From an optimization exercise on the open Yosys and OpenROAD flow, aimed at small area; shortcuts taken in it are not production practice. The RTL was checked by simulation tests, not by an equivalence proof against the original design. Power figures rest on the tool's default switching activity, not on a simulated workload.

Design tomasuloCore, start of the top module:
module tomasuloCore
(
   input  logic        Clock,
   input  logic        rst,
   input  logic        progWrite,
   input  logic [5:0]  progAddr,
   input  logic [15:0] progWord,
   input  logic        start,
   input  logic [6:0]  progLength,
   input  logic [3:0]  regAddr,
   output logic [15:0] regData,
   output logic        done
);
   logic        running;
   logic [3:0]  wOp;
   logic        wValid;
   logic        wSwap;
   logic [13:0] wWord;
   assign wOp    = progWord[15:12];
   assign wValid = (wOp == 4'd1) || (wOp == 4'd2) || (wOp == 4'd3) || (wOp == 4'd4);
   assign wSwap  = (progWord[7:4] == 4'hf) && (progWord[3:0] == 4'h0);
   always_comb
   begin
      wWord = {2'(wOp - 4'd1), progWord[11:0]};
      if (!wValid)
         wWord = {2'd0, progWord[11:8], 4'hf, 4'h0};
      else if (wSwap && (wOp == 4'd1))
         wWord = {2'd0, progWord[11:8], 4'h0, 4'hf};
   end
   logic [5:0]  ringAddr;
   wire  [5:0]  wPlace;
   logic [7:0]  wLo, wHi;
   logic [13:0] ring [0:63];
   wire  [6:0]  wBorrow;
   assign wBorrow[0] = 1'b1;
   for (genvar n = 0; n < 6; n++)
   begin : g_sub
      fullAdd u_fa (
         .a(ringAddr[n]), .b(!progAddr[n]), .ci(wBorrow[n]), .s(wPlace[n]), .co(wBorrow[n+1])
      );
   end
   assign wLo    = 8'd1 << wPlace[2:0];
   assign wHi    = (8'd1 << wPlace[5:3]) & {8{progWrite}};
   logic [7:0]  wLoN, wHiN;
   assign wLoN   = ~wLo;
   assign wHiN   = ~wHi;
   for (genvar p = 0; p < 64; p++)
   begin : g_place
      logic [13:0] fromPrev;
      logic [13:0] fromLoad;
      logic [13:0] nextBits;
      assign fromPrev = ring[(p + 63) % 64];
      assign fromLoad = (p % 2) ? wWord : ~wWord;
      logic sel, selN;
      nor2Cell  u_sel  (.a(wHiN[p / 8]), .b(wLoN[p % 8]), .y(sel));
      nand2Cell u_selN (.a(wHi[p / 8]),  .b(wLo[p % 8]),  .y(selN));
      for (genvar b = 0; b < 14; b++)
      begin : g_bit
         oai22 u_oai (
            .a1(fromPrev[b]), .a2(sel), .b1(fromLoad[b]), .b2(selN),
            .y(nextBits[b])
         );
      end
      always_ff @(posedge Clock)
         ring[p] <= nextBits;
   end
   always_ff @(posedge Clock)
   begin
      if (rst)
  ...
For scale: roughly 3000 cells after synthesis, roughly 1200 flip-flops, about 54 I/O pins, roughly 0.037 mm2 of cells after synthesis.
==> flow/config.mk <==
export PLATFORM = sky130hd
export DESIGN_NAME = tomasuloCore
export DESIGN_NICKNAME = tomasuloCore
export VERILOG_FILES = /design/flow/design.v
export SDC_FILE = /design/flow/constraint.sdc
export NUM_CORES = 4
export LEC_CHECK = 0
export CAP_MARGIN = 10
export CORE_MARGIN = 2
export CORE_UTILIZATION = 75
export CTS_BUF_LIST = sky130_fd_sc_hd__clkbuf_8
export CTS_CLUSTER_DIAMETER = 50
export CTS_CLUSTER_SIZE = 18
export GPL_TIMING_DRIVEN = 0
export SLEW_MARGIN = 10
export SYNTH_HIERARCHICAL = 1
==> flow/constraint.sdc <==
create_clock -name core_clock -period 30.0 [get_ports {Clock}]
set_input_delay 6.0000 -clock core_clock [delete_from_list [all_inputs] [get_ports {Clock}]]
set_output_delay 6.0000 -clock core_clock [all_outputs]
set_load 0.01 [all_outputs]
standard.sh (not shown) runs the stock make flow with config.mk's settings and CLKGATE_MAP_FILE= SYNTH_SCRIPT=/design/flow/synth_recipe.tcl, a recipe that flattens the netlist after the stock synthesis.
==> flow/flow/run.sh <==
#!/bin/bash
set -euo pipefail
work=$(pwd)

bash standard.sh synth > "$work/synth.log" 2>&1

export BUFFER_PORTS_ARGS="-buffer_cell sky130_fd_sc_hd__buf_1"
for step in GLOBAL_PLACE RESIZE DETAIL_PLACE CTS GLOBAL_ROUTE; do
   export PRE_${step}_TCL="$work/flow/smallbuf.tcl"
done
bash standard.sh finish > "$work/layout.log" 2>&1
==> flow/flow/smallbuf.tcl <==
# Keep repair from using the large buffers; small ones suffice at this clock.
set_dont_use [get_lib_cells {sky130_fd_sc_hd__buf_6 sky130_fd_sc_hd__buf_8 sky130_fd_sc_hd__buf_12 sky130_fd_sc_hd__buf_16 sky130_fd_sc_hd__clkdlybuf4s* sky130_fd_sc_hd__bufbuf_* sky130_fd_sc_hd__bufinv_* sky130_fd_sc_hd__inv_6 sky130_fd_sc_hd__inv_8 sky130_fd_sc_hd__inv_12 sky130_fd_sc_hd__inv_16 sky130_fd_sc_hd__dlygate* sky130_fd_sc_hd__dlymetal*}]
The baseline completed with no timing, DRC or antenna violations.
Next try:
--- a/flow/design.v
+++ b/flow/design.v
@@ -23,27 +23,20 @@
    begin
       wWord = {2'(wOp - 4'd1), progWord[11:0]};
       if (!wValid)
          wWord = {2'd0, progWord[11:8], 4'hf, 4'h0};
       else if (wSwap && (wOp == 4'd1))
          wWord = {2'd0, progWord[11:8], 4'h0, 4'hf};
    end
    logic [5:0]  ringAddr;
-   wire  [5:0]  wPlace;
+   logic [5:0]  wPlace;
    logic [7:0]  wLo, wHi;
    logic [13:0] ring [0:63];
-   wire  [6:0]  wBorrow;
-   assign wBorrow[0] = 1'b1;
-   for (genvar n = 0; n < 6; n++)
-   begin : g_sub
-      fullAdd u_fa (
-         .a(ringAddr[n]), .b(!progAddr[n]), .ci(wBorrow[n]), .s(wPlace[n]), .co(wBorrow[n+1])
-      );
-   end
+   assign wPlace = ringAddr - progAddr;    
    assign wLo    = 8'd1 << wPlace[2:0];
    assign wHi    = (8'd1 << wPlace[5:3]) & {8{progWrite}};
    logic [7:0]  wLoN, wHiN;
    assign wLoN   = ~wLo;
    assign wHiN   = ~wHi;
    for (genvar p = 0; p < 64; p++)
    begin : g_place
       logic [13:0] fromPrev;
What happened: The changed run completed with no timing, DRC or antenna violations; design area goes down by 0.94%; count of clock-buffer cells in the layout goes up by 2; utilization goes down by 0.26 points; non-clock buffer count goes down by 10; wire length goes up by 2.5%; first-iteration DRC count goes up by 3.0%; register-to-register slack gets better by 0.32 ns; synthesized area goes down by 1.1%; combinational power goes down by about 0.8%; critical path depth does not change; power goes up by 0.40%; worst setup slack gets better by 0.15 ns.

========
Another version of the RTL of tomasuloCore (not shown whole).
For scale: about 3100 cells after synthesis, roughly 54 I/O pins, about 37000 um^2 of cells after synthesis.
==> module tomasuloCore, before the edit <==
module tomasuloCore
(
   input  logic        Clock,
   input  logic        rst,
   input  logic        progWrite,
   input  logic [5:0]  progAddr,
   input  logic [15:0] progWord,
   input  logic        start,
   input  logic [6:0]  progLength,
   input  logic [3:0]  regAddr,
   output logic [15:0] regData,
   output logic        done
);
   logic        running;
   logic [3:0]  wOp;
   logic        wValid;
   logic        wSwap;
   logic [13:0] wWord;
   assign wOp    = progWord[15:12];
   assign wValid = (wOp == 4'd1) || (wOp == 4'd2) || (wOp == 4'd3) || (wOp == 4'd4);
   assign wSwap  = (progWord[7:4] == 4'hf) && (progWord[3:0] == 4'h0);
   always_comb
   begin
      wWord = {2'(wOp - 4'd1), progWord[11:0]};
      if (!wValid)
         wWord = {2'd0, progWord[11:8], 4'hf, 4'h0};
      else if (wSwap && (wOp == 4'd1))
         wWord = {2'd0, progWord[11:8], 4'h0, 4'hf};
   end
   logic [5:0]  ringAddr;
   logic [5:0]  wPlace;
   logic [7:0]  wLo, wHi;
   logic [13:0] ring [0:63];
   assign wPlace = ringAddr - progAddr;    
   assign wLo    = 8'd1 << wPlace[2:0];
   assign wHi    = (8'd1 << wPlace[5:3]) & {8{progWrite}};
   for (genvar p = 0; p < 64; p++)
   begin : g_place
      logic [13:0] fromPrev;
      logic [13:0] fromLoad;
      logic [13:0] nextBits;
      assign fromPrev = ring[(p + 63) % 64];
      assign fromLoad = (p % 2) ? wWord : ~wWord;
      logic sel, selN;
      assign sel  = wHi[p / 8] && wLo[p % 8];
      assign selN = !(wHi[p / 8] && wLo[p % 8]);
      for (genvar b = 0; b < 14; b++)
      begin : g_bit
         oai22 u_oai (
            .a1(fromPrev[b]), .a2(sel), .b1(fromLoad[b]), .b2(selN),
            .y(nextBits[b])
         );
      end
      always_ff @(posedge Clock)
         ring[p] <= nextBits;
   end
   always_ff @(posedge Clock)
   begin
      if (rst)
         ringAddr <= 6'd0;
      else
         ringAddr <= ringAddr + 6'd1;
   end
   logic [6:0]  fetchAddr;
   logic [6:0]  progLen;
   logic [13:0] ir;
   logic        irValid;
   logic        finish;
   logic        grab;
   logic        atHalf;
   logic [6:0]  fetchNext;
   assign fetchNext = fetchAddr + 7'd1;
   assign atHalf    = ringAddr[5] ^ fetchNext[5];
   assign grab      = running && !initBusy && (fetchAddr != progLen)
                      && (ringAddr[4:0] == fetchNext[4:0]) && (!irValid || finish);
   always_ff @(posedge Clock)
   begin
      if (grab)
         ir <= atHalf ? ring[32] : ring[0];
   end
   logic [1:0]  code;
   logic [3:0]  dest, srcJ, srcK;
   logic        isNop, isAddSub, isSub, isMul, isDiv;
   logic        phase;           
   logic        wb;              
   logic [3:0]  step;
   logic        last;
   logic        initBusy;
   assign code     = ir[13:12];
   assign dest     = ir[11:8];
   assign srcJ     = ir[7:4];
   assign srcK     = ir[3:0];
   assign isNop    = (code == 2'd0) && (srcJ == 4'hf) && (srcK == 4'h0);
   assign isAddSub = !code[1];
   assign isSub    = (code == 2'd1);
   assign isMul    = (code == 2'd2);
   assign isDiv    = (code == 2'd3);
   assign last     = (isAddSub && !wb) || (step == 4'd15);
   assign finish   = irValid && (phase ? (wb && last) : isNop);
   logic [3:0]  ph;
   assign ph = ringAddr[3:0];
   logic [15:0] ring16 [0:15];
   logic [3:0]  rAddr;
   logic [15:0] rLine;
   logic [15:0] raw;
   logic [15:0] port;
   logic [15:0] result;
   logic        wbit;
   logic [3:0]  phLine;
   assign rAddr   = running ? (phase ? srcK : srcJ) : regAddr;
   assign rLine   = 16'd1 << rAddr;
   for (genvar b = 0; b < 16; b++)
   begin : g_read
      logic [5:0] term;
      for (genvar g = 0; g < 5; g++)
      begin : g_grp
         aoi222 u_aoi (
            .a1(rLine[3*g]),   .b1(ring16[3*g][b]),
            .a2(rLine[3*g+1]), .b2(ring16[3*g+1][b]),
            .a3(rLine[3*g+2]), .b3(ring16[3*g+2][b]),
            .y(term[g])
         );
      end
      assign term[5] = !(rLine[15] && ring16[15][b]);
      assign raw[b]  = !(&term);
   end
   assign port    = (({raw, raw} << ph) >> 16);    
   assign regData = port;
   assign wbit   = result[ph];
   assign phLine = 4'd1 << ph[1:0];
   for (genvar i = 0; i < 16; i++)
   begin : g_reg
      logic resetBit;
      logic ins;
      assign resetBit = (ph[3:2] == 2'd0) && |(phLine & 4'(i));    
      assign ins = (initBusy || rst) ? resetBit
                 : ((irValid && wb && (dest == 4'(i))) ? wbit : ring16[i][0]);
      always_ff @(posedge Clock)
         ring16[i] <= {ins, ring16[i][15:1]};
   end
   always_ff @(posedge Clock)
   begin
      if (rst)
         initBusy <= 1'b1;
      else if (ph == 4'd15)
         initBusy <= 1'b0;
   end
   logic [15:0] acc, sh;
   logic [16:0] x;
   logic        subMode;
   logic [17:0] sum;
   logic        q;
   logic        take;
   logic [15:0] accNext;
   assign x       = {acc, sh[15] & !isMul};
   assign subMode = isSub || isDiv;
   assign sum     = {1'b0, x} + {1'b0, subMode ? ~{1'b0, port} : {1'b0, port}} + {17'd0, subMode};
   assign q       = sum[17];                          
   assign take    = isAddSub || (isMul ? sh[15] : q);
   assign accNext = take ? sum[15:0] : x[15:0];
   assign result  = isDiv ? sh : acc;
   always_ff @(posedge Clock)
   begin
      if (!phase)
      begin
         acc  <= isAddSub ? {1'b0, port[15:1]} : 16'd0;
         sh   <= {isAddSub ? port[0] : port[15], port[14:0]};
      end
      else if (!wb)
      begin
         acc  <= accNext;
         sh   <= {sh[14:0], q};
      end
   end
   always_ff @(posedge Clock)
   begin
      if (!phase || (last && !wb))
         step <= 4'd0;
      else
         step <= step + 4'd1;
   end
   always_ff @(posedge Clock)
   begin
      if (rst)
      begin
         running  <= 1'b0;
         done     <= 1'b0;
         irValid  <= 1'b0;
         phase    <= 1'b0;
         wb       <= 1'b0;
      end
      else if (start)
      begin
         fetchAddr <= 7'd0;
         progLen   <= progLength;
         running   <= 1'b1;
         done      <= 1'b0;
         irValid   <= 1'b0;
         phase     <= 1'b0;
         wb        <= 1'b0;
      end
      else if (running)
      begin
         if (grab)
            fetchAddr <= fetchNext;
         irValid  <= grab || (irValid && !finish);
         if (finish)
         begin
            phase <= 1'b0;
            wb    <= 1'b0;
         end
         else if (irValid && !phase)
            phase <= 1'b1;
         else if (irValid && last)
            wb    <= 1'b1;
         if ((fetchAddr == progLen) && !irValid && !initBusy)
         begin
            running <= 1'b0;
            done    <= 1'b1;
         end
      end
   end
endmodule
clock: 30.0 ns
lec_check: 0
cap_margin: 10
core_margin: 2
core_utilization: 75
cts_buf_list: sky130_fd_sc_hd__clkbuf_8
cts_cluster_diameter: 60
cts_cluster_size: 20
gpl_timing_driven: 0
slew_margin: 10
synth_hierarchical: 1
Scripts as last shown in full above: flow/flow/run.sh, flow/flow/smallbuf.tcl
Then changed:
--- a/flow/design.v
+++ b/flow/design.v
@@ -121,13 +121,25 @@
             .y(term[g])
          );
       end
       assign term[5] = !(rLine[15] && ring16[15][b]);
       assign raw[b]  = !(&term);
    end
-   assign port    = (({raw, raw} << ph) >> 16);    
+   logic [15:0] rot [0:4];
+   assign rot[0] = raw;
+   for (genvar k = 0; k < 4; k++)
+   begin : g_rot
+      for (genvar b = 0; b < 16; b++)
+      begin : g_bit
+         muxInv u_mux (
+            .a(rot[k][b]), .b(rot[k][(b + 16 - (1 << k)) % 16]), .s(ph[k]),
+            .y(rot[k+1][b])
+         );
+      end
+   end
+   assign port    = rot[4];
    assign regData = port;
    assign wbit   = result[ph];
    assign phLine = 4'd1 << ph[1:0];
    for (genvar i = 0; i < 16; i++)
    begin : g_reg
       logic resetBit;
@@ -145,19 +157,29 @@
       else if (ph == 4'd15)
          initBusy <= 1'b0;
    end
    logic [15:0] acc, sh;
    logic [16:0] x;
    logic        subMode;
-   logic [17:0] sum;
+   wire  [17:0] sum;
+   wire  [17:0] carry;
+   logic [16:0] addend;
    logic        q;
    logic        take;
    logic [15:0] accNext;
    assign x       = {acc, sh[15] & !isMul};
    assign subMode = isSub || isDiv;
-   assign sum     = {1'b0, x} + {1'b0, subMode ? ~{1'b0, port} : {1'b0, port}} + {17'd0, subMode};
+   assign carry[0] = subMode;
+   assign addend = {1'b0, port} ^ {17{subMode}};
+   for (genvar n = 0; n < 17; n++)
+   begin : g_add
+      fullAdd u_fa (
+         .a(x[n]), .b(addend[n]), .ci(carry[n]), .s(sum[n]), .co(carry[n+1])
+      );
+   end
+   assign sum[17] = carry[17];
    assign q       = sum[17];                          
    assign take    = isAddSub || (isMul ? sh[15] : q);
    assign accNext = take ? sum[15:0] : x[15:0];
    assign result  = isDiv ? sh : acc;
    always_ff @(posedge Clock)
    begin
@@ -232,6 +254,21 @@
 (
    input  logic a1, a2, b1, b2,
    output logic y
 );
    assign y = !((a1 || a2) && (b1 || b2));
 endmodule
+module muxInv
+(
+   input  logic a, b, s,
+   output logic y
+);
+   assign y = !(s ? b : a);
+endmodule
+module fullAdd
+(
+   input  logic a, b, ci,
+   output logic s, co
+);
+   assign s  = a ^ b ^ ci;
+   assign co = (a && b) || (a && ci) || (b && ci);
+endmodule
Setup slack loses 1200 ps.
Cell area is lower by a few percent.
Global-route usage is lower by 1.5 points.
Wire length is lower by a few percent.
Cell count is lower by a few percent.
Total power is lower by a few percent.
Worst hold slack is about the same.
Register-to-register slack loses 5200 ps.
Sequential power is lower slightly.

==> separate check: timing with driven ports <==
No port has a modelled driver above. Below, the same layouts with a new extraction and two added sets of constraints. Step 1: set_driving_cell puts a clkbuf_16 on Clock and a buf_2 on each other input, an assumption about the parent block. Step 2 also shifts input and output timing later by t, the mid clock arrival at the registers, as if the neighbouring blocks saw the same clock. Three values: no drivers, after step 1, after step 2; two values: the first two.
run	shift t [ns]	setup WS [ns]	worst setup path at the end	pins driven straight from the clock port
the first run of note 1	0.762	13.022 / 13.063 / 12.301	input to register	1
the second run of note 1	0.774	13.175 / 13.207 / 12.434	input to register	1
the first run of note 2	0.757	13.657 / 13.636 / 13.636	input to output	1
the second run of note 2	0.768	12.499 / 12.529 / 11.760	input to register	1
After both steps every run listed still meets setup and hold. The setup slack of the second run of note 1, which loses most, moves by +0.032 ns with the drivers and by -0.741 ns with both steps.
